Context: an optimization exercise on an open-source flow, tuned for small area and a short achievable clock period. The choices shown serve that exercise and are no tape-out recipe.
At most, simulation tests tie the RTL to the original design; equivalence was not proved.
No functional check of the RTL was part of runs 2 and 3.
Power and IR drop assume default switching activity.

==> flow/design.v (outline; a module is shown in full before it is edited, if it fits) <==
// module apbRegs: 58 lines
// module countdownTimer: 57 lines
// module digitGlyph: 33 lines
// module sceneHitTest: 89 lines
// module barrelHits: 744 lines
// module radiusSquare: 109 lines
// module absDiff10: 49 lines
// module fullAdder: 10 lines
// module halfAdder: 9 lines
// module pixelMixer: 13 lines
// module donkeyScreen: 51 lines
module donkeyScreen #(
    parameter int TimerStart      = 6059,
    parameter int FramesPerSecond = 60
) (
    input  logic                  frame_clk,
    input  logic                  reset,
    input  logic                  PSEL,
    input  logic                  PENABLE,
    input  logic                  PWRITE,
    input  logic [7:0]            PADDR,
    input  logic [15:0]           PWDATA,
    output logic [15:0]           PRDATA,
    output logic                  PREADY,
    output logic                  PSLVERR,
    input  logic                  frameStart,
    input  spritePkg::coordT      drawX,
    input  spritePkg::coordT      drawY,
    output spritePkg::colorT      rgb,
    output spritePkg::frameCountT timeLeft
);
  // ...
==> flow/flow/run.sh <==
#!/bin/bash
# The standard layout, with plain buffers on the ports instead of the delay cells
# that port buffering picks by default, and timing repair aimed at a shorter period than
# the clock (the margin); make's output goes to make_finish.log, each tool's to orfs/logs
set -euo pipefail
bash standard.sh finish BUFFER_PORTS_ARGS="-buffer_cell sky130_fd_sc_hd__buf_2" SETUP_SLACK_MARGIN=8 > make_finish.log 2>&1
==> flow/standard.sh <==
#!/bin/bash
# synth_recipe.tcl (not shown) runs the flow's synth.tcl, then flattens the netlist and writes it again
# the make line also repeats each setting of config.mk as NAME=value (left out here)
make -C /OpenROAD-flow-scripts/flow DESIGN_CONFIG=/design/flow/config.mk WORK_HOME=/design/flow/orfs CLKGATE_MAP_FILE= SYNTH_SCRIPT=/design/flow/synth_recipe.tcl "${@:-finish}"
==> flow/config.mk <==
export PLATFORM = sky130hd
export DESIGN_NAME = donkeyScreen
export DESIGN_NICKNAME = donkeyScreen
export VERILOG_FILES = /design/flow/design.v
export SDC_FILE = /design/flow/constraint.sdc
export NUM_CORES = 4
export LEC_CHECK = 0
export CAP_MARGIN = 20
export CORE_MARGIN = 2
export CORE_UTILIZATION = 40
export CTS_BUF_LIST = sky130_fd_sc_hd__clkbuf_4 sky130_fd_sc_hd__clkbuf_8
export SLEW_MARGIN = 20
export SYNTH_HIERARCHICAL = 1
export SYNTH_MINIMUM_KEEP_SIZE = 0
==> flow/constraint.sdc <==
create_clock -name core_clock -period 14.0 [get_ports {frame_clk}]
set_input_delay 2.8000 -clock core_clock [delete_from_list [all_inputs] [get_ports {frame_clk}]]
set_output_delay 2.8000 -clock core_clock [all_outputs]
set_load 0.01 [all_outputs]
==> key figures, run 1 <==
Pwr
  • Clock power share: 13.8%
  • Sequential Power: about 550 uW
  • Pleak: 7.714 nW

Floorplan
  • Placeable Area: 39910 sq um
  • Initial Util: 40.63%
  • Die X-Extent: approximately 210 um
  • Die area: 42170 sq um

Status
  • Status: finished clean

Yosys
  • Yosys top cell by area: fa_1
  • Synth area leaders: fa_1 27%, ha_1 8.9%, dfxtp_1 7.4%, dfrtp_1 6.8%, dfstp_2 6.5%
  • Cells after synthesis: 1662
  • Mapped cell area: 16220 sq um
  • Largest family of logic cells by synthesized area: adder cells
  • Seq/Total Area, Yosys: 20.68%
  • Adder-cell share of the synthesized area: between 30% and 40%
  • Simple-gate area share of the yosys netlist: 14.26%
  • Post-synthesis xor/xnor area fraction: 2.700%
  • Flop and latch count out of synthesis: 144
  • Compound-gate portion of the synthesized area: 11.43%
  • Ys Warns: 10

Worst setup path
  • Worst setup EP type: output pin
  • Req. time, crit path: 11.20 ns
  • Delay-heaviest family, CP: buffers and inverters
  • Crit-path slowest cell: a21oi_2
  • FF-to-FF End: hitTest.code[0]$_DFF_PP0_
  • CP startpoint kind: input port

Route
  • DR vias/cell: 5.290
  • Max layer used: met4
  • M1 WL: ~18 mm

CTS
  • Clk sinks: 144
  • CTS resizes: 44

Cells and area
  • Area of the multi-input gates: 11590 sq um
  • Layout area overhead: 6.835%
  • Layout cell share with drive strength beyond 1: 18.05%
  • Fraction of area in multi-input gates: between 60 and 70%

GRT
  • Largest net degree at the start of global routing: 52
  • First-pass GRT wire length: 65.16 mm

Placement
  • Buffers on Ports: 79

Hold path
  • Hold crit path type: flip-flop to flip-flop
==> module countdownTimer, before the edit <==
module countdownTimer (
    input  logic        frame_clk,
    input  logic        reset,
    input  logic        frameStart,
    input  logic        timerRestart,
    output spritePkg::frameCountT timeLeft,
    output logic        hundreds,
    output spritePkg::digitT      tens,
    output spritePkg::digitT      ones
);
    localparam logic [12:0] TimerStart = 13'd6059;
    logic [12:0] count;
    logic [5:0]  frames;
    logic framesZero, onesZero, tensZero, tick, secTick, onesTick, tensTick;
    logic [13:0] cb;    
    logic [6:0]  fb;
    logic [4:0]  ob, tb;
    assign timeLeft = {3'd0, count};
    assign framesZero = (frames == 6'd0);
    assign onesZero   = (ones == 4'd0);
    assign tensZero   = (tens == 4'd0);
    assign tick     = frameStart & ~(framesZero & onesZero & tensZero & ~hundreds);
    assign secTick  = tick & framesZero;
    assign onesTick = secTick & onesZero;
    assign tensTick = onesTick & tensZero;
    always_comb begin
        cb[0] = tick;
        for (int i = 0; i < 13; i++) cb[i+1] = cb[i] & ~count[i];
        fb[0] = tick & ~framesZero;
        for (int i = 0; i < 6; i++) fb[i+1] = fb[i] & ~frames[i];
        ob[0] = secTick & ~onesZero;
        for (int i = 0; i < 4; i++) ob[i+1] = ob[i] & ~ones[i];
        tb[0] = onesTick & ~tensZero;
        for (int i = 0; i < 4; i++) tb[i+1] = tb[i] & ~tens[i];
    end
    always_ff @(posedge frame_clk or posedge reset) begin
        if (reset) begin
            count    <= TimerStart;
            frames   <= 6'd59;
            ones     <= 4'd0;
            tens     <= 4'd0;
            hundreds <= 1'b1;
        end else if (timerRestart) begin
            count    <= TimerStart;
            frames   <= 6'd59;
            ones     <= 4'd0;
            tens     <= 4'd0;
            hundreds <= 1'b1;
        end else begin
            count  <= count ^ cb[12:0];
            frames <= frames ^ (fb[5:0] | {secTick, secTick, secTick, 1'b0, secTick, secTick});
            ones   <= ones ^ (ob[3:0] | {onesTick, 2'b00, onesTick});
            tens   <= tens ^ (tb[3:0] | {tensTick, 2'b00, tensTick});
            if (tensTick) hundreds <= 1'b0;
        end
    end
endmodule
==> inputs of run 2 (changes only) <==
--- a/flow/design.v
+++ b/flow/design.v
@@ -92,12 +92,14 @@
     output spritePkg::digitT      ones
 );
     localparam logic [12:0] TimerStart = 13'd6059;
+    logic [12:3] countHigh;
     logic [12:0] count;
     logic [5:0]  frames;
     logic framesZero, onesZero, tensZero, tick, secTick, onesTick, tensTick;
-    logic [13:0] cb;    
+    logic [13:3] cb;    
     logic [6:0]  fb;
     logic [4:0]  ob, tb;
+    assign count    = {countHigh, frames[2] ^ ones[0], frames[1:0]};
     assign timeLeft = {3'd0, count};
     assign framesZero = (frames == 6'd0);
     assign onesZero   = (ones == 4'd0);
@@ -107,8 +109,8 @@
     assign onesTick = secTick & onesZero;
     assign tensTick = onesTick & tensZero;
     always_comb begin
-        cb[0] = tick;
-        for (int i = 0; i < 13; i++) cb[i+1] = cb[i] & ~count[i];
+        cb[3] = tick & (count[2:0] == 3'd0);
+        for (int i = 3; i < 13; i++) cb[i+1] = cb[i] & ~count[i];
         fb[0] = tick & ~framesZero;
         for (int i = 0; i < 6; i++) fb[i+1] = fb[i] & ~frames[i];
         ob[0] = secTick & ~onesZero;
@@ -118,19 +120,19 @@
     end
     always_ff @(posedge frame_clk or posedge reset) begin
         if (reset) begin
-            count    <= TimerStart;
+            countHigh <= TimerStart[12:3];
             frames   <= 6'd59;
             ones     <= 4'd0;
             tens     <= 4'd0;
             hundreds <= 1'b1;
         end else if (timerRestart) begin
-            count    <= TimerStart;
+            countHigh <= TimerStart[12:3];
             frames   <= 6'd59;
             ones     <= 4'd0;
             tens     <= 4'd0;
             hundreds <= 1'b1;
         end else begin
-            count  <= count ^ cb[12:0];
+            countHigh <= countHigh ^ cb[12:3];
             frames <= frames ^ (fb[5:0] | {secTick, secTick, secTick, 1'b0, secTick, secTick});
             ones   <= ones ^ (ob[3:0] | {onesTick, 2'b00, onesTick});
             tens   <= tens ^ (tb[3:0] | {tensTick, 2'b00, tensTick});
==> run 2 against run 1 <==
  * Maximum frequency grew 0.64%
  * Final cell count is 0.64% lower
  * Critical path depth decreased by 2
  * Non-clock buffer count down 3
  * Via count about the same
==> key figures, run 2 <==
Route
  • Initial DRC Count: 804 (was 792)
  • # DRC: 0 (unchanged)
  • Wire per inst: 18.16 um (was 17.98 um)
  • Routed Antenna Nets: 0 (unchanged)
  • Drt first pass iters: 5 (unchanged)
  • DR vias/cell: 5.327 (was 5.290)
  • Final WL: 39.45 mm (was 39.33 mm)
  • Total number of vias: 11.58k (was 11.57k)

Cells and area
  • Most common cell after layout, fill and taps aside: nand2_1 (unchanged)
  • N_diodes: 0 (unchanged)
  • Largest Register: hitTest.radSq (unchanged)
  • Post-Layout Cell Count: 2173 (was 2187)
  • Area of the multi-input gates: 11640 sq um (was 11590 sq um)
  • Most frequent cells in the layout: 225 x nand2_1, 215 x fa_1, 166 x inv_1 (was 231 x nand2_1, 215 x fa_1, 168 x inv_1)
  • Max reg flops: 20 (unchanged)
  • Fill cells: 3934 (was 3819)
  • Sequential Area: 3276 sq um (was 3353 sq um)
  • Final nets: 2013 (was 2029)
  • Layout area overhead: 6.914% (was 6.835%)
  • Layout cell share with drive strength beyond 1: 18.20% (was 18.05%)

Hold path
  • Hold Path Cell Cnt: 1 (unchanged)
  • Min-Delay Startpoint: hitTest.digitHit$_DFF_PP0_ (unchanged)
  • Hold crit path type: flip-flop to flip-flop (unchanged)
  • Hold Path End: hitTest.code[0]$_DFF_PP0_ (unchanged)

GRT
  • Antenna violations before repair: 0 (unchanged)
  • Vias in the first global route: 12.11k (was 12.24k)
  • Total gr overflow: 0 (unchanged)
  • Largest net degree at the start of global routing: 52 (unchanged)
  • GRT Resource Usage Total: 19.84% (was 19.86%)
  • First-pass GRT wire length: 65.29 mm (was 65.16 mm)

Yosys
  • EDFF count, synth: 0 (unchanged)
  • FFs w/ async S/R, synth: 57.45% (was 58.33%)
  • Post-synth top cells: 231 x nand2_1, 215 x fa_1, 167 x inv_1 (was 232 x nand2_1, 215 x fa_1, 170 x inv_1)
  • Yosys top cell by area: fa_1 (unchanged)
  • Count leader, synth: nand2_1 (unchanged)
  • Seq/Total Area, Yosys: 20.29% (was 20.68%)
  • Average cell area after synthesis: 9.772 sq um (was 9.758 sq um)
  • Mapped cell area: 16140 sq um (was 16220 sq um)
  • Library cells used by synthesis: 95 (was 94)
  • Flop and latch count out of synthesis: 141 (was 144)
  • Main synth FF type: dfxtp_1 (unchanged)
  • Ys Warns: 10 (unchanged)
  • Cells after synthesis: 1652 (was 1662)
  • Synth area leaders: fa_1 27%, ha_1 8.7%, dfxtp_1 7.4%, dfrtp_1 6.7%, dfstp_2 6.2% (was fa_1 27%, ha_1 8.9%, dfxtp_1 7.4%, dfrtp_1 6.8%, dfstp_2 6.5%)
  • Area share of the largest cell type after synthesis: 26.66% (was 26.54%)

Floorplan
  • Initial Util: 40.54% (was 40.63%)
  • # IOs: 96 (unchanged)
  • Placeable Area: 39820 sq um (was 39910 sq um)
  • Die H: 204.9 um (was 205.4 um)
  • Rows: 73 (unchanged)
  • Die area: 41980 sq um (was 42170 sq um)
  • Die X-Extent: 204.9 um (was 205.4 um)

Placement
  • GPL Wtd Cong: 0.8520 (was 0.8502)
  • Placed insts: 2131 (was 2142)
  • Post-DP HPWL: 31.44 mm (was 31.54 mm)
  • Buffers on Ports: 79 (unchanged)

Worst setup path
  • Worst setup EP type: output pin (unchanged)
  • FF-to-FF End: hitTest.code[0]$_DFF_PP0_ (unchanged)
  • Max Fanout on Critical Path: 6 (was 5)
  • Crit-path slowest cell: mux2_4 (was a21oi_2)
  • Crit Path Category: input port to output pin (unchanged)
  • Worst reg-to-reg setup slack: 9.28 ns (was 9.22 ns)
  • CP startpoint kind: input port (unchanged)
  • Worst-path cell chain: buf_16 -> mux2_4 -> a221oi_2 -> nor2_1 -> buf_2 (was buf_12 -> nor2b_4 -> buf_6 -> buf_12 -> a22oi_2 -> a21oi_2 -> buf_2)
  • Req. time, crit path: 11.20 ns (about the same)
  • WP data arrival: 3.69 ns (was 3.73 ns)
  • R2R cell count: 12 (unchanged)
  • CP max stage delay: 0.30 ns (was 0.19 ns)
  • Worst r2r src: hitTest.dist1X[3]$_DFF_P_ (was hitTest.dist0X[2]$_DFF_P_)

Timing
  • Worst slew margin: 37.00% (was 42.10%)
  • Final Cycle Share: 46.35% (was 46.65%)
  • RSZ-0062 raised after global routing: true (unchanged)
  • Worst slew pin tran: 0.9440 ns (was 0.8684 ns)
  • Fin. max-slew vios: 0 (unchanged)
  • Max Clk Rate: 154.1 MHz (was 153.1 MHz)
  • Fin. Hold Viols: 0 (unchanged)
  • Final Skew: 0.01477 ns (was 0.01153 ns)
  • Endpoints failing setup: 0 (unchanged)
  • Fin Setup TNS: 0 ns (unchanged)
  • Min Tclk post-route: 6.489 ns (was 6.531 ns)

CTS
  • CTS max path bufs: 2 (unchanged)
  • Clk sinks: 141 (was 144)
  • Clock root cell: clkbuf_8 (unchanged)
  • Max H-tree Level: 4 (unchanged)
  • CTS tree: yes (unchanged)
  • Clock latency (worst-skew pair): 0.46 ns (about the same)
  • Total CTS buffers: 17 (unchanged)
  • Clock-pin slew on the worst setup and hold paths: 0.08 ns (was 0.09 ns)

Pwr
  • Pleak: 7.677 nW (was 7.714 nW)
  • VDD IR max: 105.0 uV (was 123.5 uV)
  • Power density over the cells: 143.9 nW/um^2 (about the same)

Job
  • Max Cap Viol: 0 (unchanged)

Status
  • Status: finished clean (unchanged)
==> run 2: modules after synthesis (local to each module, per instance), excerpt <==
module,cell area (sq um),cells inside,times used,flops+latches
absDiff10,706.9,90,4,0
apbRegs,2544,192,1,51
barrelHits,1981,401,1,0
countdownTimer,1345,128,1,25
digitGlyph,341.6,48,1,0
fullAdder,20.02,1,199,0
halfAdder,12.51,1,7,0
pixelMixer,126.4,17,1,0
radiusSquare,1085,155,1,0
sceneHitTest,1822,145,1,65
==> run 2: report_power, final <==
group	switching [mW]	total [mW]	internal, mW
Clock	0.171	0.354	0.184
Sequential	0.0830	0.536	0.453
Combinational	0.860	1.59	0.733
Total	1.11	2.48	1.37
==> run 2: worst max-delay path by stage <==
stage / start / end / slack [ns] / cells past startpoint
2_1_floorplan: PADDR[3] / PRDATA[9] / 7.55 / 5
3_3_place_gp: PADDR[4] / PRDATA[0] / 6.86 / 5
3_5_place_dp: PADDR[4] / PRDATA[2] / 6.85 / 5
4_1_cts: PADDR[3] / PRDATA[9] / 7.52 / 5
5_1_grt: PADDR[3] / PRDATA[9] / 7.45 / 5
6_report: PADDR[3] / PRDATA[9] / 7.51 / 5
==> run 2: kinds of logic after synthesis <==
group | after synthesis | synth area share (%)
and+or+nand+nor | 479 | 14.55
adders and majority gates | 329 | 35.48
buffers and inverters | 306 | 9.099
AOI/OAI and AO/OA | 248 | 11.40
DFF | 141 | 20.29
muxes | 93 | 6.301
xor gates and xnor gates | 51 | 2.767
other | 5 | 0.1163
==> run 2: repair_timing <==
item                                   CTS  global route
pin swaps                               22             4
hold buffers                             0             0
cloned                                   5             0
gates resized for setup                 56             1
buffers inserted                         4             2
endpoints found under the hold margin    0             0
setup endpoints to repair               11            11
==> run 2: layout make-up <==
cell class | instances | area share (%)
clock inverters | 12 | 0.9352
clock buffers | 19 | 1.479
well taps | 525 | 3.806
flip-flops and latches | 141 | 18.98
repair buffers | 88 | 3.560
inverters | 174 | 3.791
multi-input cells | 1214 | 67.45
==> run 2: critical path, delay by kind of cell <==
family | cells | cell delay [ns]
compound gates | 1 | 0.26
buf+inv | 2 | 0.26
mux | 1 | 0.30
simple gates | 1 | 0.07
==> run 2: metrics by stage <==
| step | util [%] | setup slack (ns) | area [sq um] | total power, mW | hold slack (ns) |
|---|---|---|---|---|---|
| floorplan | - | 7.545 | 16270 | 1.771 | 0.4260 |
| global placement | 41.37 | 6.855 | 16470 | 2.084 | 0.4334 |
| detailed placement | 41.37 | 6.849 | 16470 | 2.131 | 0.4450 |
| CTS | 43.26 | 7.516 | 17230 | 2.505 | 0.4594 |
| global route | 43.34 | 7.452 | 17260 | 2.756 | 0.5080 |
| finish | 43.34 | 7.511 | 17260 | 2.483 | 0.4502 |
==> run 2: per-layer routing <==
layer / vias to the layer above / global-route usage, % / share of wire [%]
li1: 5413 / - / -
met1: 5840 / 26.64 / 45
met2: 286 / 34.03 / 49
met3: 37 / 2.052 / 3.7
met4: 0 / 5.498 / 2.2
met5: - / 0 / 0
==> inputs of run 3 (changes only) <==
--- a/flow/config.mk
+++ b/flow/config.mk
@@ -5,10 +5,10 @@
 export SDC_FILE = /design/flow/constraint.sdc
 export NUM_CORES = 4
 export LEC_CHECK = 0
-export CAP_MARGIN = 20
+export CAP_MARGIN = 0
 export CORE_MARGIN = 2
 export CORE_UTILIZATION = 40
 export CTS_BUF_LIST = sky130_fd_sc_hd__clkbuf_4 sky130_fd_sc_hd__clkbuf_8
-export SLEW_MARGIN = 20
+export SLEW_MARGIN = 0
 export SYNTH_HIERARCHICAL = 1
 export SYNTH_MINIMUM_KEEP_SIZE = 0
==> run 3 against run 2 <==
  * Critical path type unchanged
  * Die area unchanged
  * Final cell count did not move
  * Critical endpoint unchanged
  * Still clean
  * Worst setup slack about the same
  * Maximum frequency barely moved
  * Sequential power about the same
  * Critical path depth unchanged
  * Sequential cell count unchanged
  * Count of clock-buffer cells in the layout did not move
  * Design area about the same
  * Wire length decreased by 0.22%
==> key figures, run 3 <==
Timing
  • Min Tclk post-route: 6.489 ns (about the same)
  • Min setup slack post-route: 7.511 ns (about the same)
  • Worst slew margin: 29.30% (was 37.00%)
  • RSZ-0062 raised after global routing: true (unchanged)
  • Fin. Hold Viols: 0 (unchanged)
  • Fin Setup TNS: 0 ns (unchanged)
  • Max Clk Rate: 154.1 MHz (about the same)
  • Endpoints failing setup: 0 (unchanged)
  • Final Cycle Share: 46.35% (about the same)
  • Final Skew: 0.01478 ns (was 0.01477 ns)
  • Fin. max-slew vios: 0 (unchanged)
  • Worst slew pin tran: 1.059 ns (was 0.9440 ns)

Yosys
  • Cells after synthesis: 1652 (unchanged)
  • Library cells used by synthesis: 95 (unchanged)
  • Seq/Total Area, Yosys: 20.29% (unchanged)
  • Mapped cell area: 16140 sq um (unchanged)
  • Flop and latch count out of synthesis: 141 (unchanged)
  • Average cell area after synthesis: 9.772 sq um (unchanged)
  • Yosys top cell by area: fa_1 (unchanged)
  • EDFF count, synth: 0 (unchanged)
  • Area share of the largest cell type after synthesis: 26.66% (unchanged)
  • Post-synth top cells: 231 x nand2_1, 215 x fa_1, 167 x inv_1 (unchanged)
  • Main synth FF type: dfxtp_1 (unchanged)
  • Count leader, synth: nand2_1 (unchanged)
  • Synth area leaders: fa_1 27%, ha_1 8.7%, dfxtp_1 7.4%, dfrtp_1 6.7%, dfstp_2 6.2% (unchanged)
  • Ys Warns: 10 (unchanged)
  • FFs w/ async S/R, synth: 57.45% (unchanged)

Cells and area
  • Largest Register: hitTest.radSq (unchanged)
  • Layout area overhead: 6.906% (was 6.914%)
  • Sequential Area: 3276 sq um (unchanged)
  • Most frequent cells in the layout: 225 x nand2_1, 215 x fa_1, 166 x inv_1 (unchanged)
  • Final Util: 43.34% (about the same)
  • N_diodes: 0 (unchanged)
  • Final nets: 2013 (unchanged)
  • Fill cells: 3932 (was 3934)
  • Most common cell after layout, fill and taps aside: nand2_1 (unchanged)
  • Layout cell share with drive strength beyond 1: 18.20% (unchanged)
  • Max reg flops: 20 (unchanged)
  • Area of the multi-input gates: 11640 sq um (unchanged)

Job
  • Max Cap Viol: 0 (unchanged)

Placement
  • GPL Wtd Cong: 0.8520 (unchanged)
  • Post-Place Worst Slack: 6.849 ns (unchanged)
  • Post-DP HPWL: 31.44 mm (unchanged)
  • Buffers on Ports: 79 (unchanged)

Route
  • Drt first pass iters: 5 (unchanged)
  • Initial DRC Count: 835 (was 804)
  • Total number of vias: 11.59k (was 11.58k)
  • DR vias/cell: 5.332 (was 5.327)
  • Final WL: 39.37 mm (was 39.45 mm)
  • Routed Antenna Nets: 0 (unchanged)
  • Wire per inst: 18.12 um (was 18.16 um)
  • # DRC: 0 (unchanged)

Worst setup path
  • CP max stage delay: 0.30 ns (about the same)
  • Worst-path cell chain: buf_16 -> mux2_4 -> a221oi_2 -> nor2_1 -> buf_2 (unchanged)
  • Worst setup EP type: output pin (unchanged)
  • R2R cell count: 14 (was 12)
  • Max Fanout on Critical Path: 6 (unchanged)
  • Crit Path Category: input port to output pin (unchanged)
  • Req. time, crit path: 11.20 ns (about the same)
  • Worst reg-to-reg setup slack: 9.28 ns (about the same)
  • CP startpoint kind: input port (unchanged)
  • Crit-path slowest cell: mux2_4 (unchanged)
  • Delay-heaviest family, CP: multiplexers (unchanged)
  • WP data arrival: 3.69 ns (about the same)
  • Worst r2r src: hitTest.dist1X[3]$_DFF_P_ (unchanged)
  • FF-to-FF End: hitTest.code[0]$_DFF_PP0_ (unchanged)
  • CP bufs+invs: 2 (unchanged)

CTS
  • Max H-tree Level: 4 (unchanged)
  • CTS max path bufs: 2 (unchanged)
  • Clock root cell: clkbuf_8 (unchanged)
  • Total CTS buffers: 17 (unchanged)
  • CTS tree: yes (unchanged)
  • Clock latency (worst-skew pair): 0.46 ns (about the same)
  • Clk sinks: 141 (unchanged)
  • Clock-pin slew on the worst setup and hold paths: 0.08 ns (about the same)

Pwr
  • Pleak: 7.677 nW (about the same)
  • Switching pwr: 1.115 mW (was 1.114 mW)
  • Clock power share: 14.3% (about the same)
  • Switch share: 44.88% (was 44.86%)
  • Sequential power share: 21.6% (about the same)
  • VDD IR max: 107.2 uV (was 105.0 uV)
  • Internal: 1.369 mW (about the same)
  • Logic pwr share: 64.2% (about the same)
  • Power density over the cells: 144.0 nW/um^2 (was 143.9 nW/um^2)

Hold path
  • Hold crit path type: flip-flop to flip-flop (unchanged)
  • Hold Path Cell Cnt: 1 (unchanged)
  • Hold Path End: hitTest.code[0]$_DFF_PP0_ (unchanged)
  • Min-Delay Startpoint: hitTest.digitHit$_DFF_PP0_ (unchanged)

Floorplan
  • # IOs: 96 (unchanged)
  • Die H: 204.9 um (unchanged)
  • Die area: 41980 sq um (unchanged)
  • Initial Util: 40.54% (unchanged)
  • Placeable Area: 39820 sq um (unchanged)
  • Rows: 73 (unchanged)
  • Die X-Extent: 204.9 um (unchanged)

GRT
  • Vias in the first global route: 12.11k (unchanged)
  • Antenna violations before repair: 0 (unchanged)
  • Largest net degree at the start of global routing: 52 (unchanged)
  • GRT Resource Usage Total: 19.84% (unchanged)
  • Total gr overflow: 0 (unchanged)
  • First-pass GRT wire length: 65.29 mm (unchanged)

Status
  • Status: finished clean (unchanged)
run 3: per-layer routing:
layer,GRT usage (%),part of all wire (%)
met5,0,0
met4,5.498,2.2
met3,2.052,3.5
met2,34.03,49
met1,26.64,45
run 3: final cells by class:
type                            count  share of cell area, %
Clock buffer                       19                  1.479
Clock inverter                     12                 0.9353
Inverter                          174                  3.785
Multi-Input combinational cell   1214                  67.45
Sequential cell                   141                  18.98
Tap cell                          525                  3.806
Timing Repair Buffer               88                  3.560
run 3: cells by family (layout without fill, tap and decap cells):
group           Yosys count  in the layout  share of synthesized area, %
compound gates          248            248                         11.40
xor+xnor                 51             51                         2.767
fa+ha+maj               329            329                         35.48
buf+inv                 306            293                         9.099
flops                   141            141                         20.29
mux                      93             93                         6.301
other cells               5             12                        0.1163
simple gates            479            481                         14.55
run 3: what timing repair did:
item,in CTS,in global routing
setup endpoints to repair,11,11
cloned,5,0
pin swaps,22,4
resized for setup,56,1
setup buffers,4,2
hold buffers,0,0
endpoints found under the hold margin,0,0
run 3: through the flow:
step | hold WS (ns) | instances | instance area, sq um | power (mW)
floorplan | 0.4260 | 1659 | 16270 | 1.771
global placement | 0.4334 | 2131 | 16470 | 2.084
detailed placement | 0.4450 | 2131 | 16470 | 2.131
CTS | 0.4594 | 2171 | 17230 | 2.505
global route | 0.5080 | 2173 | 17260 | 2.756
finish | 0.4502 | 2173 | 17260 | 2.484
run 3: how the worst max path moves through the flow:
stage / from / to / slack, ns / cells past startpoint
after floorplan: PADDR[3] / PRDATA[9] / 7.55 / 5
after global routing: PADDR[3] / PRDATA[9] / 7.45 / 5
after CTS: PADDR[3] / PRDATA[9] / 7.52 / 5
final: PADDR[3] / PRDATA[9] / 7.51 / 5
after global placement: PADDR[4] / PRDATA[0] / 6.86 / 5
after detailed placement: PADDR[4] / PRDATA[2] / 6.85 / 5
run 3: power groups by stage:
stage	clock (mW)	combinational, mW	sequential [mW]
after floorplan	0	1.28	0.487
after global placement	0	1.54	0.542
after detailed placement	0	1.59	0.543
after CTS	0.363	1.61	0.535
after global routing	0.379	1.83	0.545
final	0.354	1.59	0.536
run 3: per-module statistics from Yosys (local to each module, per instance), excerpt:
module	cells inside	copies in the design
absDiff10	90	4
apbRegs	192	1
barrelHits	401	1
countdownTimer	128	1
digitGlyph	48	1
fullAdder	1	199
halfAdder	1	7
radiusSquare	155	1
sceneHitTest	145	1
==> module digitGlyph, before the edit <==
module digitGlyph (
    input  spritePkg::digitT digit,
    input  logic [2:0]       cellX,
    input  logic [3:0]       cellY,
    output logic             lit
);
    logic [6:0] segOn;
    logic [6:0] segArea;
    always_comb begin
        case (digit)
            4'd0:    segOn = 7'b1111110;
            4'd1:    segOn = 7'b0110000;
            4'd2:    segOn = 7'b1101101;
            4'd3:    segOn = 7'b1111001;
            4'd4:    segOn = 7'b0110011;
            4'd5:    segOn = 7'b1011011;
            4'd6:    segOn = 7'b1011111;
            4'd7:    segOn = 7'b1110000;
            4'd8:    segOn = 7'b1111111;
            4'd9:    segOn = 7'b1111011;
            default: segOn = 7'b0000000;
        endcase
    end
    assign segArea[6] = (cellY <= 4'd1) && (cellX >= 3'd1) && (cellX <= 3'd6);
    assign segArea[0] = (cellY >= 4'd7) && (cellY <= 4'd8)
                        && (cellX >= 3'd1) && (cellX <= 3'd6);
    assign segArea[3] = (cellY >= 4'd14) && (cellX >= 3'd1) && (cellX <= 3'd6);
    assign segArea[5] = (cellX >= 3'd6) && (cellY >= 4'd1) && (cellY <= 4'd7);
    assign segArea[1] = (cellX <= 3'd1) && (cellY >= 4'd1) && (cellY <= 4'd7);
    assign segArea[4] = (cellX >= 3'd6) && (cellY >= 4'd8) && (cellY <= 4'd14);
    assign segArea[2] = (cellX <= 3'd1) && (cellY >= 4'd8) && (cellY <= 4'd14);
    assign lit = |(segOn & segArea);
endmodule
==> module sceneHitTest, before the edit <==
module sceneHitTest (
    input  logic             frame_clk,
    input  logic             reset,
    input  spritePkg::coordT drawX,
    input  spritePkg::coordT drawY,
    input  spritePkg::coordT barrel0X,
    input  spritePkg::coordT barrel0Y,
    input  spritePkg::coordT barrel1X,
    input  spritePkg::coordT barrel1Y,
    input  spritePkg::coordT barrelSize,
    input  logic             hundreds,
    input  spritePkg::digitT tens,
    input  spritePkg::digitT ones,
    output logic [1:0]       code
);
    spritePkg::coordT dist0X, dist0Y, dist1X, dist1Y;
    spritePkg::coordT dist0XNext, dist0YNext, dist1XNext, dist1YNext;
    logic [19:0] radSqNext;
    logic [19:0] radSq;
    logic  distValid;
    logic  digitHit;
    logic  girderHit;
    logic  barrelNext;
    logic  girderNext;
    logic  digitNext;
    logic  inDigitArea;
    logic  glyphLit;
    spritePkg::digitT cellDigit;
    absDiff10 diff0X (.a (drawX), .b (barrel0X), .d (dist0XNext));
    absDiff10 diff0Y (.a (drawY), .b (barrel0Y), .d (dist0YNext));
    absDiff10 diff1X (.a (drawX), .b (barrel1X), .d (dist1XNext));
    absDiff10 diff1Y (.a (drawY), .b (barrel1Y), .d (dist1YNext));
    radiusSquare radSquare (.r (barrelSize), .sq (radSqNext));
    always_comb begin
        girderNext = 1'b0;
        for (int i = 0; i < spritePkg::GirderCount; i++) begin
            if ((drawX > spritePkg::GirderLeft[10*i +: 10]) && (drawX < spritePkg::GirderRight[10*i +: 10])
                    && (drawY >= spritePkg::GirderTop[10*i +: 10]) && (drawY <= spritePkg::GirderBottom[10*i +: 10])) begin
                girderNext = 1'b1;
            end
        end
    end
    assign inDigitArea = (drawX < 10'd24) && (drawY < 10'd16);
    always_comb begin
        case (drawX[4:3])
            2'd0:    cellDigit = {3'd0, hundreds};
            2'd1:    cellDigit = tens;
            default: cellDigit = ones;
        endcase
    end
    digitGlyph glyph (
        .digit (cellDigit),
        .cellX (drawX[2:0]),
        .cellY (drawY[3:0]),
        .lit   (glyphLit)
    );
    assign digitNext = inDigitArea & glyphLit;
    always_ff @(posedge frame_clk) begin
        dist0X <= dist0XNext;
        dist0Y <= dist0YNext;
        dist1X <= dist1XNext;
        dist1Y <= dist1YNext;
        radSq  <= radSqNext;
    end
    always_ff @(posedge frame_clk or posedge reset) begin
        if (reset) begin
            distValid <= 1'b0;
            digitHit  <= 1'b0;
            girderHit <= 1'b0;
        end else begin
            distValid <= 1'b1;
            digitHit  <= digitNext;
            girderHit <= girderNext;
        end
    end
    barrelHits circles (
        .a0x (dist0X), .a0y (dist0Y), .a1x (dist1X), .a1y (dist1Y),
        .radSq (radSq),
        .hit (barrelNext)
    );
    always_ff @(posedge frame_clk or posedge reset) begin
        if (reset) begin
            code <= 2'b00;
        end else begin
            code[1] <= (distValid & barrelNext) | digitHit;
            code[0] <= (distValid & barrelNext) | (~digitHit & girderHit);
        end
    end
endmodule
==> inputs of run 4 (changes only) <==
--- a/flow/design.v
+++ b/flow/design.v
@@ -149,21 +149,15 @@
 );
     logic [6:0] segOn;
     logic [6:0] segArea;
-    always_comb begin
-        case (digit)
-            4'd0:    segOn = 7'b1111110;
-            4'd1:    segOn = 7'b0110000;
-            4'd2:    segOn = 7'b1101101;
-            4'd3:    segOn = 7'b1111001;
-            4'd4:    segOn = 7'b0110011;
-            4'd5:    segOn = 7'b1011011;
-            4'd6:    segOn = 7'b1011111;
-            4'd7:    segOn = 7'b1110000;
-            4'd8:    segOn = 7'b1111111;
-            4'd9:    segOn = 7'b1111011;
-            default: segOn = 7'b0000000;
-        endcase
-    end
+    logic d3, d2, d1, d0;
+    assign {d3, d2, d1, d0} = digit;
+    assign segOn[6] = d3 | d1 | (d2 & d0) | (~d2 & ~d0);
+    assign segOn[5] = ~d2 | (d1 & d0) | (~d1 & ~d0);
+    assign segOn[4] = d2 | ~d1 | d0;
+    assign segOn[3] = d3 | (~d2 & ~d0) | (d1 & ~d0) | (~d2 & d1) | (d2 & ~d1 & d0);
+    assign segOn[2] = (~d2 & ~d0) | (d1 & ~d0);
+    assign segOn[1] = d3 | (~d1 & ~d0) | (d2 & ~d1) | (d2 & ~d0);
+    assign segOn[0] = d3 | (d2 & ~d1) | (~d2 & d1) | (d1 & ~d0);
     assign segArea[6] = (cellY <= 4'd1) && (cellX >= 3'd1) && (cellX <= 3'd6);
     assign segArea[0] = (cellY >= 4'd7) && (cellY <= 4'd8)
                         && (cellX >= 3'd1) && (cellX <= 3'd6);
@@ -193,6 +187,8 @@
     spritePkg::coordT dist0X, dist0Y, dist1X, dist1Y;
     spritePkg::coordT dist0XNext, dist0YNext, dist1XNext, dist1YNext;
     logic [19:0] radSqNext;
+    logic [19:2] radSqHigh;
+    logic        radSqLow;
     logic [19:0] radSq;
     logic  distValid;
     logic  digitHit;
@@ -237,7 +233,8 @@
         dist0Y <= dist0YNext;
         dist1X <= dist1XNext;
         dist1Y <= dist1YNext;
-        radSq  <= radSqNext;
+        radSqHigh <= radSqNext[19:2];
+        radSqLow  <= radSqNext[0];
     end
     always_ff @(posedge frame_clk or posedge reset) begin
         if (reset) begin
@@ -250,6 +247,7 @@
             girderHit <= girderNext;
         end
     end
+    assign radSq = {radSqHigh, 1'b0, radSqLow};
     barrelHits circles (
         .a0x (dist0X), .a0y (dist0Y), .a1x (dist1X), .a1y (dist1Y),
         .radSq (radSq),
==> flow/config.mk (replaced) <==
export PLATFORM = sky130hd
export DESIGN_NAME = donkeyScreen
export DESIGN_NICKNAME = donkeyScreen
export VERILOG_FILES = /design/flow/design.v
export SDC_FILE = /design/flow/constraint.sdc
export NUM_CORES = 4
export LEC_CHECK = 0
export CAP_MARGIN = 20
export CORE_MARGIN = 2
export CORE_UTILIZATION = 40
export CTS_BUF_LIST = sky130_fd_sc_hd__clkbuf_8
export CTS_CLUSTER_DIAMETER = 300
export CTS_CLUSTER_SIZE = 40
export SLEW_MARGIN = 20
export SYNTH_HIERARCHICAL = 1
export SYNTH_MINIMUM_KEEP_SIZE = 0
==> run 4 against run 3 <==
  * Area after synthesis fell by 0.64%
  * Global-route usage fell by 0.18 points
  * Non-clock buffer count rose by 2
==> key figures, run 4 <==
Worst setup path
  • Crit Path Category: input port to output pin (unchanged)
  • Worst r2r src: hitTest.dist1X[2]$_DFF_P_ (was hitTest.dist1X[3]$_DFF_P_)
  • CP startpoint kind: input port (unchanged)
  • Worst reg-to-reg setup slack: 9.37 ns (was 9.28 ns)
  • R2R cell count: 12 (was 14)
  • FF-to-FF End: hitTest.code[0]$_DFF_PP0_ (unchanged)
  • WP data arrival: 3.70 ns (was 3.69 ns)
  • Setup crit start: PADDR[3] (unchanged)
  • Max Fanout on Critical Path: 10 (was 6)
  • Worst setup EP type: output pin (unchanged)
  • Critical Path End: PRDATA[9] (unchanged)
  • Req. time, crit path: 11.20 ns (about the same)

Route
  • M1 WL: 17.93 mm (was 17.83 mm)
  • Total number of vias: 11.55k (was 11.59k)
  • # DRC: 0 (unchanged)
  • Final WL: 39.57 mm (was 39.37 mm)
  • Wire per inst: 18.28 um (was 18.12 um)
  • Routed Antenna Nets: 0 (unchanged)
  • Drt first pass iters: 5 (unchanged)
  • Initial DRC Count: 854 (was 835)
  • Max layer used: met4 (unchanged)
  • DR vias/cell: 5.334 (was 5.332)
  • Wire length on met2: 19.24 mm (was 19.30 mm)
  • Met3 WL: 1.291 mm (was 1.368 mm)

GRT
  • Antenna violations before repair: 0 (unchanged)
  • Largest net degree at the start of global routing: 52 (unchanged)
  • Total gr overflow: 0 (unchanged)
  • Vias in the first global route: 11.93k (was 12.11k)
  • First-pass GRT wire length: 64.05 mm (was 65.29 mm)
  • GRT Resource Usage Total: 19.66% (was 19.84%)

Placement
  • Post-DP HPWL: 31.57 mm (was 31.44 mm)
  • Buffers on Ports: 79 (unchanged)
  • GPL Wtd Cong: 0.8910 (was 0.8520)
  • Dpl cell area: 16380 sq um (was 16470 sq um)
  • Post-Place Worst Slack: 6.818 ns (was 6.849 ns)
  • Placed insts: 2120 (was 2131)

CTS
  • CTS tree: yes (unchanged)
  • Max H-tree Level: 4 (unchanged)
  • Clk sinks: 140 (was 141)
  • # hold bufs at CTS: 0 (unchanged)
  • Clock root cell: clkbuf_8 (unchanged)
  • CTS max path bufs: 2 (unchanged)
  • Total CTS buffers: 17 (unchanged)
  • Clock-pin slew on the worst setup and hold paths: 0.10 ns (was 0.08 ns)
  • Clock latency (worst-skew pair): 0.46 ns (about the same)

Timing
  • Fin Setup TNS: 0 ns (unchanged)
  • Fin. max-slew vios: 0 (unchanged)
  • Worst slew pin tran: 0.9841 ns (was 1.059 ns)
  • Min setup slack post-route: 7.500 ns (was 7.511 ns)
  • Fin. Hold Viols: 0 (unchanged)
  • Endpoints failing setup: 0 (unchanged)
  • Final Cycle Share: 46.43% (was 46.35%)
  • Min Tclk post-route: 6.500 ns (was 6.489 ns)
  • Worst hold margin: 0.4574 ns (was 0.4502 ns)
  • RSZ-0062 raised after global routing: true (unchanged)
  • Worst slew margin: 33.70% (was 29.30%)
  • Final Skew: 0.01262 ns (was 0.01478 ns)
  • Max Clk Rate: 153.8 MHz (was 154.1 MHz)

Floorplan
  • Initial Util: 40.46% (was 40.54%)
  • Die X-Extent: 204.2 um (was 204.9 um)
  • Die area: 41720 sq um (was 41980 sq um)
  • # IOs: 96 (unchanged)
  • Die H: 204.2 um (was 204.9 um)
  • Rows: 73 (unchanged)
  • Placeable Area: 39640 sq um (was 39820 sq um)

Cells and area
  • Final nets: 1998 (was 2013)
  • N_diodes: 0 (unchanged)
  • Max reg flops: 18 (was 20)
  • Most common cell after layout, fill and taps aside: nand2_1 (unchanged)
  • Layout area overhead: 7.223% (was 6.906%)
  • Fill cells: 3834 (was 3932)
  • Post-route cell area: 17200 sq um (was 17260 sq um)
  • Layout cell share with drive strength beyond 1: 18.54% (was 18.20%)
  • Post-Layout Cell Count: 2165 (was 2173)
  • Largest Register: hitTest.radSqHigh (was hitTest.radSq)
  • Final Util: 43.38% (was 43.34%)
  • Most frequent cells in the layout: 224 x nand2_1, 215 x fa_1, 163 x inv_1 (was 225 x nand2_1, 215 x fa_1, 166 x inv_1)

Pwr
  • Pleak: 7.637 nW (was 7.677 nW)
  • Pwr Total: 2.459 mW (was 2.484 mW)
  • Power density over the cells: 143.0 nW/um^2 (was 144.0 nW/um^2)
  • VDD IR max: 111.6 uV (was 107.2 uV)

Status
  • Status: finished clean (unchanged)

Yosys
  • Average cell area after synthesis: 9.780 sq um (was 9.772 sq um)
  • Ys Warns: 9 (was 10)
  • Cells after synthesis: 1640 (was 1652)
  • Mapped cell area: 16040 sq um (was 16140 sq um)

Job
  • Max Cap Viol: 0 (unchanged)

Hold path
  • Hold crit path type: flip-flop to flip-flop (unchanged)
==> run 4: final cells by class <==
| cell class | instances | area [sq um] | share of cell area, % |
|---|---|---|---|
| Multi-Input combinational cell | 1207 | 11590 | 67.40 |
| Timing Repair Buffer | 90 | 639.4 | 3.718 |
| Clock inverter | 15 | 177.7 | 1.033 |
| Inverter | 171 | 643.1 | 3.740 |
| Sequential cell | 140 | 3256 | 18.93 |
| Clock buffer | 17 | 234.0 | 1.360 |
| Tap cell | 525 | 656.9 | 3.820 |
==> run 4: layer usage <==
metal | GRT usage [%] | vias to the layer above
met5 | 0 | -
met4 | 6.366 | 0
met3 | 2.184 | 54
met2 | 33.37 | 261
met1 | 26.25 | 5846
li1 | - | 5388
==> run 4: critical path, cell delays in order <==
cell	delay [ns]
buf_16	0.13
mux2_4	0.30
a221oi_2	0.25
nor2_1	0.07
buf_2	0.15
==> run 4: how the worst min path moves through the flow <==
stage                     slack, ns                        end  cells past startpoint                        from
after floorplan                0.43  hitTest.code[0]$_DFF_PP0_                      1  hitTest.digitHit$_DFF_PP0_
after global placement         0.44  hitTest.code[0]$_DFF_PP0_                      1  hitTest.digitHit$_DFF_PP0_
after detailed placement       0.44  hitTest.code[1]$_DFF_PP0_                      1  hitTest.digitHit$_DFF_PP0_
after CTS                      0.46  hitTest.code[0]$_DFF_PP0_                      1  hitTest.digitHit$_DFF_PP0_
after global routing           0.48  hitTest.code[1]$_DFF_PP0_                      1  hitTest.digitHit$_DFF_PP0_
final                          0.46  hitTest.code[0]$_DFF_PP0_                      1  hitTest.digitHit$_DFF_PP0_
==> run 4: power breakdown <==
part           internal [mW]  switching, mW
logic                  0.728          0.860
clock network          0.150          0.185
registers              0.450         0.0859
==> run 4: timing repair <==
action,in CTS,in global routing
resized for setup,54,6
endpoints found under the setup margin,11,11
buffers inserted,7,0
gates cloned,5,1
pin swaps,21,11
==> inputs of run 5 (changes only) <==
--- a/flow/config.mk
+++ b/flow/config.mk
@@ -8,9 +8,7 @@
 export CAP_MARGIN = 20
 export CORE_MARGIN = 2
 export CORE_UTILIZATION = 40
-export CTS_BUF_LIST = sky130_fd_sc_hd__clkbuf_8
-export CTS_CLUSTER_DIAMETER = 300
-export CTS_CLUSTER_SIZE = 40
+export CTS_BUF_LIST = sky130_fd_sc_hd__clkbuf_4 sky130_fd_sc_hd__clkbuf_8
 export SLEW_MARGIN = 20
 export SYNTH_HIERARCHICAL = 1
 export SYNTH_MINIMUM_KEEP_SIZE = 0
==> run 5 against run 4 <==
  * Clock skew stayed put
  * Final cell count stayed put
  * Count of clock-buffer cells in the layout stayed put
  * Via count stayed put
  * Maximum frequency stayed put
  * Sequential power hardly changed
  * Still clean
  * Design area stayed put
  * Sequential cell count stayed put
  * Sequential share of layout area stayed put
  * Critical path depth stayed put
  * Largest power group unchanged
  * Wire length stayed put
==> key figures, run 5 <==
Status
  • Status: finished clean (unchanged)

Timing
  • Worst hold margin: 0.4574 ns (unchanged)
  • Endpoints failing setup: 0 (unchanged)
  • Worst slew pin tran: 0.9841 ns (unchanged)
  • Fin Setup TNS: 0 ns (unchanged)
  • RSZ-0062 raised after global routing: true (unchanged)
  • Fin. max-slew vios: 0 (unchanged)
  • Max Clk Rate: 153.8 MHz (unchanged)
  • Final Cycle Share: 46.43% (unchanged)
  • Final Skew: 0.01262 ns (unchanged)
  • Worst slew margin: 33.70% (unchanged)
  • Min Tclk post-route: 6.500 ns (unchanged)
  • Fin. Hold Viols: 0 (unchanged)

Worst setup path
  • Crit Path Category: input port to output pin (unchanged)
  • Worst-path cell chain: buf_16 -> mux2_4 -> a221oi_2 -> nor2_1 -> buf_2 (unchanged)
  • Req. time, crit path: 11.20 ns (about the same)
  • Crit-path slowest cell: mux2_4 (unchanged)
  • Worst setup EP type: output pin (unchanged)
  • CP max stage delay: 0.30 ns (about the same)
  • CP startpoint kind: input port (unchanged)
  • R2R cell count: 12 (unchanged)
  • WP data arrival: 3.70 ns (about the same)
  • Max Fanout on Critical Path: 10 (unchanged)

CTS
  • CTS max path bufs: 2 (unchanged)
  • # hold bufs at CTS: 0 (unchanged)
  • Clock-pin slew on the worst setup and hold paths: 0.10 ns (about the same)
  • Max H-tree Level: 4 (unchanged)
  • Clock latency (worst-skew pair): 0.46 ns (about the same)
  • Clk sinks: 140 (unchanged)
  • Total CTS buffers: 17 (unchanged)
  • Clock root cell: clkbuf_8 (unchanged)
  • CTS tree: yes (unchanged)

Cells and area
  • Max reg flops: 18 (unchanged)
  • Largest Register: hitTest.radSqHigh (unchanged)
  • Layout area overhead: 7.223% (unchanged)
  • Most common cell after layout, fill and taps aside: nand2_1 (unchanged)
  • Most frequent cells in the layout: 224 x nand2_1, 215 x fa_1, 163 x inv_1 (unchanged)
  • N_diodes: 0 (unchanged)
  • Final nets: 1998 (unchanged)
  • Final Util: 43.38% (unchanged)
  • Layout cell share with drive strength beyond 1: 18.54% (unchanged)

Placement
  • Buffers on Ports: 79 (unchanged)
  • Post-DP HPWL: 31.57 mm (unchanged)
  • GPL Wtd Cong: 0.8910 (unchanged)

Pwr
  • Clock power share: 13.6% (about the same)
  • Power density over the cells: 143.0 nW/um^2 (unchanged)
  • Pleak: 7.637 nW (unchanged)
  • VDD IR max: 111.6 uV (unchanged)
  • Internal: 1.327 mW (unchanged)
  • Switch share: 46.01% (unchanged)
  • Logic pwr share: 64.6% (about the same)
  • Sequential power share: 21.8% (about the same)
  • Switching pwr: 1.131 mW (unchanged)

GRT
  • Largest net degree at the start of global routing: 52 (unchanged)
  • First-pass GRT wire length: 64.05 mm (unchanged)
  • Antenna violations before repair: 0 (unchanged)
  • Total gr overflow: 0 (unchanged)
  • GRT Resource Usage Total: 19.66% (unchanged)
  • Vias in the first global route: 11.93k (unchanged)

Hold path
  • Hold crit path type: flip-flop to flip-flop (unchanged)
  • Hold Path Cell Cnt: 1 (unchanged)

Yosys
  • Ys Warns: 9 (unchanged)
  • Cells after synthesis: 1640 (unchanged)
  • Average cell area after synthesis: 9.780 sq um (unchanged)
  • Mapped cell area: 16040 sq um (unchanged)

Floorplan
  • Rows: 73 (unchanged)
  • Placeable Area: 39640 sq um (unchanged)
  • # IOs: 96 (unchanged)
  • Die area: 41720 sq um (unchanged)
  • Initial Util: 40.46% (unchanged)
  • Die H: 204.2 um (unchanged)
  • Die X-Extent: 204.2 um (unchanged)

Route
  • Final WL: 39.57 mm (unchanged)
  • Total number of vias: 11.55k (unchanged)
  • Wire per inst: 18.28 um (unchanged)
  • Initial DRC Count: 854 (unchanged)
  • Drt first pass iters: 5 (unchanged)
  • Routed Antenna Nets: 0 (unchanged)
  • DR vias/cell: 5.334 (unchanged)
  • # DRC: 0 (unchanged)

Job
  • Max Cap Viol: 0 (unchanged)
==> run 5: cell counts in the layout (fill, tap and decap cells not counted) <==
Identical to the previous run, type by type.
==> run 5: path summary, 6_finish.rpt <==
path	startpoint	endpoint	slack [ns]
setup / recovery	PADDR[3]	PRDATA[9]	7.50
hold / removal	hitTest.digitHit$_DFF_PP0_	hitTest.code[0]$_DFF_PP0_	0.46
setup reg to reg	hitTest.dist1X[2]$_DFF_P_	hitTest.code[0]$_DFF_PP0_	9.37
hold reg to reg	hitTest.digitHit$_DFF_PP0_	hitTest.code[0]$_DFF_PP0_	0.46
max in group asynchronous	reset	timer.tens[3]$_DFF_PP0_	10.81
min in group asynchronous	reset	hitTest.girderHit$_DFF_PP0_	2.29
==> run 5: final cells by class <==
class / instances / area [sq um]
timing repair buffer: 90 / 639.4
sequential: 140 / 3256
multi-input combinational: 1207 / 11590
tap: 525 / 656.9
clock buffer: 17 / 234.0
fill: 3834 / 22440
clock inverter: 15 / 177.7
inverter: 171 / 643.1
==> run 5: power groups by stage <==
stage | Combinational [mW] | Sequential [mW] | Clock (mW)
floorplan | 1.28 | 0.484 | 0
global placement | 1.53 | 0.542 | 0
detailed placement | 1.57 | 0.542 | 0
CTS | 1.59 | 0.534 | 0.343
global route | 1.80 | 0.544 | 0.359
finish | 1.59 | 0.536 | 0.335
==> run 5: critical path: cells and delay by family <==
kind                   cells  cell delay, ns
AO/OA/AOI/OAI              1            0.25
buffers and inverters      2            0.28
multiplexers               1            0.30
AND/OR/NAND/NOR            1            0.07
==> run 5: through the flow <==
stage	instances	instance area (sq um)	total power, mW	worst slack (ns)
3_5_place_dp	2120	16380	2.109	6.818
5_1_grt	2165	17200	2.707	7.481
3_3_place_gp	2120	16380	2.069	6.827
4_1_cts	2164	17150	2.466	7.531
6_report	2165	17200	2.459	7.500
2_1_floorplan	1648	16170	1.762	7.545
==> run 5: repair_timing <==
action,CTS,global route
setup endpoints to repair,11,11
buffers inserted,7,0
gates resized for setup,54,6
pin swaps,21,11
gates cloned,5,1
==> run 5: layer usage <==
layer,up-vias,global-route usage (%),share of wire (%)
met4,0,6.366,2.8
met3,54,2.184,3.3
met2,261,33.37,49
met5,-,0,0
li1,5388,-,-
met1,5846,26.25,45
==> inputs of run 6 (changes only) <==
--- a/flow/config.mk
+++ b/flow/config.mk
@@ -9,6 +9,7 @@
 export CORE_MARGIN = 2
 export CORE_UTILIZATION = 40
 export CTS_BUF_LIST = sky130_fd_sc_hd__clkbuf_4 sky130_fd_sc_hd__clkbuf_8
+export PLACE_DENSITY = 0.75
 export SLEW_MARGIN = 20
 export SYNTH_HIERARCHICAL = 1
 export SYNTH_MINIMUM_KEEP_SIZE = 0
==> run 6 against run 5 <==
  * Critical path depth did not move
  * Sequential power fell by 1%
  * Largest cell class unchanged
  * Count of clock-buffer cells in the layout rose by 3
  * Wire length fell by 2.8%
  * Sequential share of layout area barely moved
  * Maximum frequency barely moved
  * Area after synthesis did not move
  * First-iteration DRC count fell by 3.2%
==> key figures, run 6 <==
Cells and area
  • Most common cell after layout, fill and taps aside: nand2_1 (unchanged)
  • Layout cell share with drive strength beyond 1: 18.55% (was 18.54%)
  • Most frequent cells in the layout: 223 x nand2_1, 215 x fa_1, 163 x inv_1 (was 224 x nand2_1, 215 x fa_1, 163 x inv_1)
  • N_diodes: 0 (unchanged)
  • Max reg flops: 18 (unchanged)
  • Final nets: 1997 (was 1998)
  • Largest Register: hitTest.radSqHigh (unchanged)
  • Layout area overhead: 7.434% (was 7.223%)
  • Fill cells: 3743 (was 3834)

CTS
  • Clock root cell: clkbuf_8 (unchanged)
  • Clock-pin slew on the worst setup and hold paths: 0.08 ns (was 0.10 ns)
  • Total CTS buffers: 17 (unchanged)
  • CTS max path bufs: 2 (unchanged)
  • Clk sinks: 140 (unchanged)
  • Clock latency (worst-skew pair): 0.46 ns (about the same)
  • Max H-tree Level: 4 (unchanged)
  • CTS tree: yes (unchanged)

Route
  • Initial DRC Count: 827 (was 854)
  • Final WL: 38.47 mm (was 39.57 mm)
  • Routed Antenna Nets: 0 (unchanged)
  • DR vias/cell: 5.509 (was 5.334)
  • Drt first pass iters: 5 (unchanged)
  • Total number of vias: 11.92k (was 11.55k)
  • # DRC: 0 (unchanged)
  • Wire per inst: 17.77 um (was 18.28 um)

GRT
  • GRT Resource Usage Total: 18.96% (was 19.66%)
  • Antenna violations before repair: 0 (unchanged)
  • First-pass GRT wire length: 63.22 mm (was 64.05 mm)
  • Vias in the first global route: 12.44k (was 11.93k)
  • Largest net degree at the start of global routing: 52 (unchanged)
  • Total gr overflow: 0 (unchanged)

Yosys
  • Cells after synthesis: 1640 (unchanged)
  • Ys Warns: 9 (unchanged)
  • Average cell area after synthesis: 9.780 sq um (unchanged)
  • Mapped cell area: 16040 sq um (unchanged)

Timing
  • Worst slew pin tran: 0.9598 ns (was 0.9841 ns)
  • Endpoints failing setup: 0 (unchanged)
  • Worst hold margin: 0.4534 ns (was 0.4574 ns)
  • Worst slew margin: 35.94% (was 33.70%)
  • Final Cycle Share: 46.43% (about the same)
  • RSZ-0062 raised after global routing: true (unchanged)
  • Fin. Hold Viols: 0 (unchanged)
  • Min setup slack post-route: 7.500 ns (about the same)
  • Fin Setup TNS: 0 ns (unchanged)
  • Max Clk Rate: 153.8 MHz (about the same)
  • Min Tclk post-route: 6.500 ns (about the same)
  • Fin. max-slew vios: 0 (unchanged)
  • Final Skew: 0.01571 ns (was 0.01262 ns)

Placement
  • Post-Place Worst Slack: 6.855 ns (was 6.818 ns)
  • GPL Wtd Cong: 0.9103 (was 0.8910)
  • Buffers on Ports: 79 (unchanged)
  • Post-DP HPWL: 30.60 mm (was 31.57 mm)

Worst setup path
  • Max Fanout on Critical Path: 5 (was 10)
  • WP data arrival: 3.70 ns (about the same)
  • Crit Path Category: input port to output pin (unchanged)
  • Req. time, crit path: 11.20 ns (about the same)
  • Worst setup EP type: output pin (unchanged)
  • CP startpoint kind: input port (unchanged)

Pwr
  • VDD IR max: 98.70 uV (was 111.6 uV)
  • Power density over the cells: 142.9 nW/um^2 (was 143.0 nW/um^2)
  • Pleak: 7.682 nW (was 7.637 nW)

Floorplan
  • # IOs: 96 (unchanged)
  • Initial Util: 40.46% (unchanged)
  • Die X-Extent: 204.2 um (unchanged)
  • Die H: 204.2 um (unchanged)
  • Rows: 73 (unchanged)
  • Placeable Area: 39640 sq um (unchanged)
  • Die area: 41720 sq um (unchanged)

Hold path
  • Hold crit path type: flip-flop to flip-flop (unchanged)

Status
  • Status: finished clean (unchanged)

Job
  • Max Cap Viol: 0 (unchanged)
==> run 6: report_power, final <==
part / internal [mW] / switching [mW]
registers: 0.450 / 0.0800
logic: 0.733 / 0.871
clock network: 0.166 / 0.163
total: 1.35 / 1.11
==> run 6: what timing repair did <==
item / in CTS / in global routing
hold buffers: 0 / 0
setup buffers: 5 / 0
pin swaps: 22 / 14
gates cloned: 5 / 2
resized for setup: 55 / 14
endpoints found under the setup margin: 11 / 11
==> run 6: critical path: stages <==
cell and delay [ns]:
buf_16 0.12, mux2_4 0.29, a22oi_2 0.23, a21oi_2 0.11, buf_2 0.15
==> run 6: path summary, 6_finish.rpt <==
path	from	to	slack [ns]	cells past startpoint
max in group asynchronous	reset	timer.ones[0]$_DFF_PP0_	10.79	2
max reg2reg	hitTest.dist1X[1]$_DFF_P_	hitTest.code[0]$_DFF_PP0_	9.31	12
max	PADDR[3]	PRDATA[8]	7.50	5
min in group asynchronous	reset	hitTest.girderHit$_DFF_PP0_	2.30	2
min reg2reg	hitTest.digitHit$_DFF_PP0_	hitTest.code[0]$_DFF_PP0_	0.45	1
min	hitTest.digitHit$_DFF_PP0_	hitTest.code[0]$_DFF_PP0_	0.45	1
==> run 6: layout make-up <==
class | instances | area (sq um) | area share (%)
sequential | 140 | 3256 | 18.89
tap | 525 | 656.9 | 3.812
inverter | 171 | 643.1 | 3.732
timing repair buffer | 89 | 655.6 | 3.805
clock inverter | 12 | 137.6 | 0.7987
clock buffer | 20 | 256.5 | 1.489
multi-input combinational | 1207 | 11630 | 67.47
==> run 6: layer usage <==
metal / global-route usage [%] / share of wire [%]
met2: 31.96 / 48
met5: 0 / 0
met3: 1.913 / 5.0
met1: 24.10 / 42
met4: 9.938 / 5.0
==> run 6: per-stage QoR <==
step	instance area [sq um]	util, %	total power [mW]	instances
2_1_floorplan	16170	-	1.762	1648
5_1_grt	17230	43.47	2.702	2164
3_5_place_dp	16380	41.33	2.122	2120
3_3_place_gp	16380	41.33	2.053	2120
6_report	17230	43.47	2.462	2164
4_1_cts	17120	43.19	2.469	2162
==> inputs of run 7 (changes only) <==
--- a/flow/config.mk
+++ b/flow/config.mk
@@ -9,7 +9,8 @@
 export CORE_MARGIN = 2
 export CORE_UTILIZATION = 40
 export CTS_BUF_LIST = sky130_fd_sc_hd__clkbuf_4 sky130_fd_sc_hd__clkbuf_8
-export PLACE_DENSITY = 0.75
+export GPL_ROUTABILITY_DRIVEN = 0
+export GPL_TIMING_DRIVEN = 0
 export SLEW_MARGIN = 20
 export SYNTH_HIERARCHICAL = 1
 export SYNTH_MINIMUM_KEEP_SIZE = 0
==> run 7 against run 6 <==
  * Largest cell class unchanged
  * Final cell count is 6.0% higher
  * Wire length increased by 5.3%
  * Maximum frequency down 4.4%
  * Die area unchanged
  * Synthesized cell count stayed put
==> key figures, run 7 <==
Cells and area
  • Layout cell share with drive strength beyond 1: 21.61% (was 18.55%)
  • Layout area overhead: 11.60% (was 7.434%)
  • Final nets: 2126 (was 1997)
  • Post-Layout Cell Count: 2293 (was 2164)
  • Final Util: 45.16% (was 43.47%)
  • Largest Register: hitTest.radSqHigh (unchanged)
  • Most frequent cells in the layout: 223 x nand2_1, 215 x fa_1, 162 x inv_1 (was 223 x nand2_1, 215 x fa_1, 163 x inv_1)
  • Max reg flops: 18 (unchanged)
  • N_diodes: 0 (unchanged)
  • Most common cell after layout, fill and taps aside: nand2_1 (unchanged)

GRT
  • Antenna violations before repair: 0 (unchanged)
  • Vias in the first global route: 12.65k (was 12.44k)
  • First-pass GRT wire length: 67.03 mm (was 63.22 mm)
  • Global routing met3 resource utilization: 2.280% (was 1.913%)
  • Total gr overflow: 0 (unchanged)
  • GRT met2 Usage: 34.09% (was 31.96%)
  • Met1 usage: 27.19% (was 24.10%)
  • GRT Resource Usage Total: 20.46% (was 18.96%)
  • GRT Max-Usage Layer: met2 (unchanged)
  • Largest net degree at the start of global routing: 34 (was 52)

Yosys
  • Cells after synthesis: 1640 (unchanged)
  • Average cell area after synthesis: 9.780 sq um (unchanged)
  • Ys Warns: 9 (unchanged)
  • Mapped cell area: 16040 sq um (unchanged)

CTS
  • Total CTS buffers: 17 (unchanged)
  • Max H-tree Level: 4 (unchanged)
  • Clock root cell: clkbuf_8 (unchanged)
  • Clock-pin slew on the worst setup and hold paths: 0.09 ns (was 0.08 ns)
  • CTS max path bufs: 2 (unchanged)
  • Clock latency (worst-skew pair): 0.47 ns (was 0.46 ns)
  • Clk sinks: 140 (unchanged)
  • CTS tree: yes (unchanged)

Timing
  • Min Tclk post-route: 6.796 ns (was 6.500 ns)
  • RSZ-0062 raised after global routing: true (unchanged)
  • Fin Setup TNS: 0 ns (unchanged)
  • Fin. max-slew vios: 0 (unchanged)
  • Worst slew margin: 40.58% (was 35.94%)
  • Final Cycle Share: 48.54% (was 46.43%)
  • Worst slew pin tran: 0.8859 ns (was 0.9598 ns)
  • Max Clk Rate: 147.2 MHz (was 153.8 MHz)
  • Fin. Hold Viols: 0 (unchanged)
  • Endpoints failing setup: 0 (unchanged)
  • Final Skew: 0.01850 ns (was 0.01571 ns)
  • Worst hold margin: 0.4518 ns (was 0.4534 ns)

Route
  • Routed Antenna Nets: 0 (unchanged)
  • Final WL: 40.50 mm (was 38.47 mm)
  • Total number of vias: 11.91k (was 11.92k)
  • Drt first pass iters: 7 (was 5)
  • # DRC: 0 (unchanged)
  • DR vias/cell: 5.194 (was 5.509)
  • Initial DRC Count: 757 (was 827)
  • Wire per inst: 17.66 um (was 17.77 um)

Hold path
  • Hold Path Cell Cnt: 1 (unchanged)
  • Hold crit path type: flip-flop to flip-flop (unchanged)

Status
  • Status: finished clean (unchanged)

Worst setup path
  • WP data arrival: 4.00 ns (was 3.70 ns)
  • R2R cell count: 13 (was 12)
  • Worst setup EP type: output pin (unchanged)
  • Max Fanout on Critical Path: 6 (was 5)
  • CP startpoint kind: input port (unchanged)
  • Req. time, crit path: 11.20 ns (about the same)
  • Crit Path Category: input port to output pin (unchanged)

Pwr
  • VDD IR max: 114.5 uV (was 98.70 uV)
  • Pleak: 8.088 nW (was 7.682 nW)
  • Power density over the cells: 141.2 nW/um^2 (was 142.9 nW/um^2)
  • Pwr Total: 2.528 mW (was 2.462 mW)

Placement
  • Buffers on Ports: 77 (was 79)
  • Placed insts: 2251 (was 2120)
  • Post-DP HPWL: 33.05 mm (was 30.60 mm)

Floorplan
  • Die H: 204.2 um (unchanged)
  • Placeable Area: 39640 sq um (unchanged)
  • # IOs: 96 (unchanged)
  • Die X-Extent: 204.2 um (unchanged)
  • Initial Util: 40.46% (unchanged)
  • Die area: 41720 sq um (unchanged)
  • Rows: 73 (unchanged)

Job
  • Max Cap Viol: 0 (unchanged)
-- run 7: repair_timing --
| item | CTS | global route |
|---|---|---|
| setup endpoints to repair | 11 | 11 |
| pin swaps | 20 | 10 |
| gates cloned | 1 | 0 |
| gates resized for setup | 30 | 7 |
| setup buffers | 6 | 3 |
| hold buffers | 0 | 0 |
-- run 7: power breakdown --
| group | switching (mW) | internal [mW] | leakage, nW | total, mW |
|---|---|---|---|---|
| registers | 0.0340 | 0.450 | 1.45 | 0.484 |
| logic | 0.937 | 0.776 | 6.45 | 1.71 |
| clock network | 0.183 | 0.149 | 0.191 | 0.332 |
| total | 1.15 | 1.37 | 8.09 | 2.53 |
-- run 7: stage by stage --
step / instance area (sq um) / setup slack, ns
CTS: 17850 / 7.239
finish: 17900 / 7.204
detailed placement: 17240 / 7.084
floorplan: 16170 / 7.545
global route: 17900 / 7.179
global placement: 17220 / 7.105
-- run 7: path summary, 6_finish.rpt --
| check | from | endpoint | slack [ns] |
|---|---|---|---|
| max in group asynchronous | reset | regs.barrelSize[3]$_DFFE_PP1P_ | 11.04 |
| hold / removal | hitTest.digitHit$_DFF_PP0_ | hitTest.code[0]$_DFF_PP0_ | 0.45 |
| setup / recovery | PADDR[3] | PRDATA[9] | 7.20 |
| setup reg to reg | hitTest.dist0X[9]$_DFF_P_ | hitTest.code[0]$_DFF_PP0_ | 9.18 |
| min in group asynchronous | reset | hitTest.code[0]$_DFF_PP0_ | 2.29 |
| hold reg to reg | hitTest.digitHit$_DFF_PP0_ | hitTest.code[0]$_DFF_PP0_ | 0.45 |
-- run 7: final cells by class --
class                           count  area (sq um)
Fill cell                        3873         21740
Multi-Input combinational cell   1205         11530
Sequential cell                   140          3256
Buffer                            132         865.8
Tap cell                          525         656.9
Inverter                          171         641.9
Timing Repair Buffer               88         555.5
Clock buffer                       18         241.5
Clock inverter                     14         152.6
-- run 7: worst max-delay path: stages --
cell       delay, ns
buf_12          0.11
buf_12          0.12
clkbuf_16       0.15
mux2_4          0.31
a221oi_2        0.26
nor2_1          0.08
buf_2           0.17
-- run 7: routing by layer --
layer	routed length (um)	up-vias
li1	-	5643
met1	18540	5965
met5	0	-
met2	19210	231
met3	1153	71
met4	1603	0

what the ideal ports hide:
In the flow no input, the clock included, has a driving cell. The finished layouts below were timed again as built, in two steps.
Step 1: set_driving_cell puts a clkbuf_16 on frame_clk and a buf_2 on each other input, an assumption about the parent block.
Step 2 moves the port delays by t, midway between the first and last clock arrival at a register: inputs arrive t later, outputs are due t later. That takes back most of the time a late clock gives input paths.
a / b / c = no drivers / after step 1 / after step 2; a / b = the first two.
| run | t (ns) | setup WS [ns] | worst hold slack (ns) | worst data-port slew with drivers (ns) |
|---|---|---|---|---|
| run 1 | 0.502 | 7.469 / 7.248 / 7.248 | 0.472 / 0.472 / 0.472 | 0.27 |
| run 2 | 0.494 | 7.511 / 7.283 / 7.283 | 0.450 / 0.450 / 0.450 | 0.25 |
| run 3 | 0.494 | 7.511 / 7.273 / 7.273 | 0.450 / 0.450 / 0.450 | 0.25 |
| run 4 | 0.503 | 7.500 / 7.272 / 7.272 | 0.457 / 0.457 / 0.457 | 0.25 |
| run 5 | 0.503 | 7.500 / 7.272 / 7.272 | 0.457 / 0.457 / 0.457 | 0.25 |
| run 6 | 0.487 | 7.500 / 7.279 / 7.279 | 0.453 / 0.453 / 0.453 | 0.24 |
| run 7 | 0.506 | 7.204 / 7.159 / 7.159 | 0.452 / 0.452 / 0.452 | 0.06 |
After both steps every run listed still meets setup and hold. The setup slack of run 3, which loses most, moves by -0.238 ns with the drivers and by -0.238 ns with both steps.
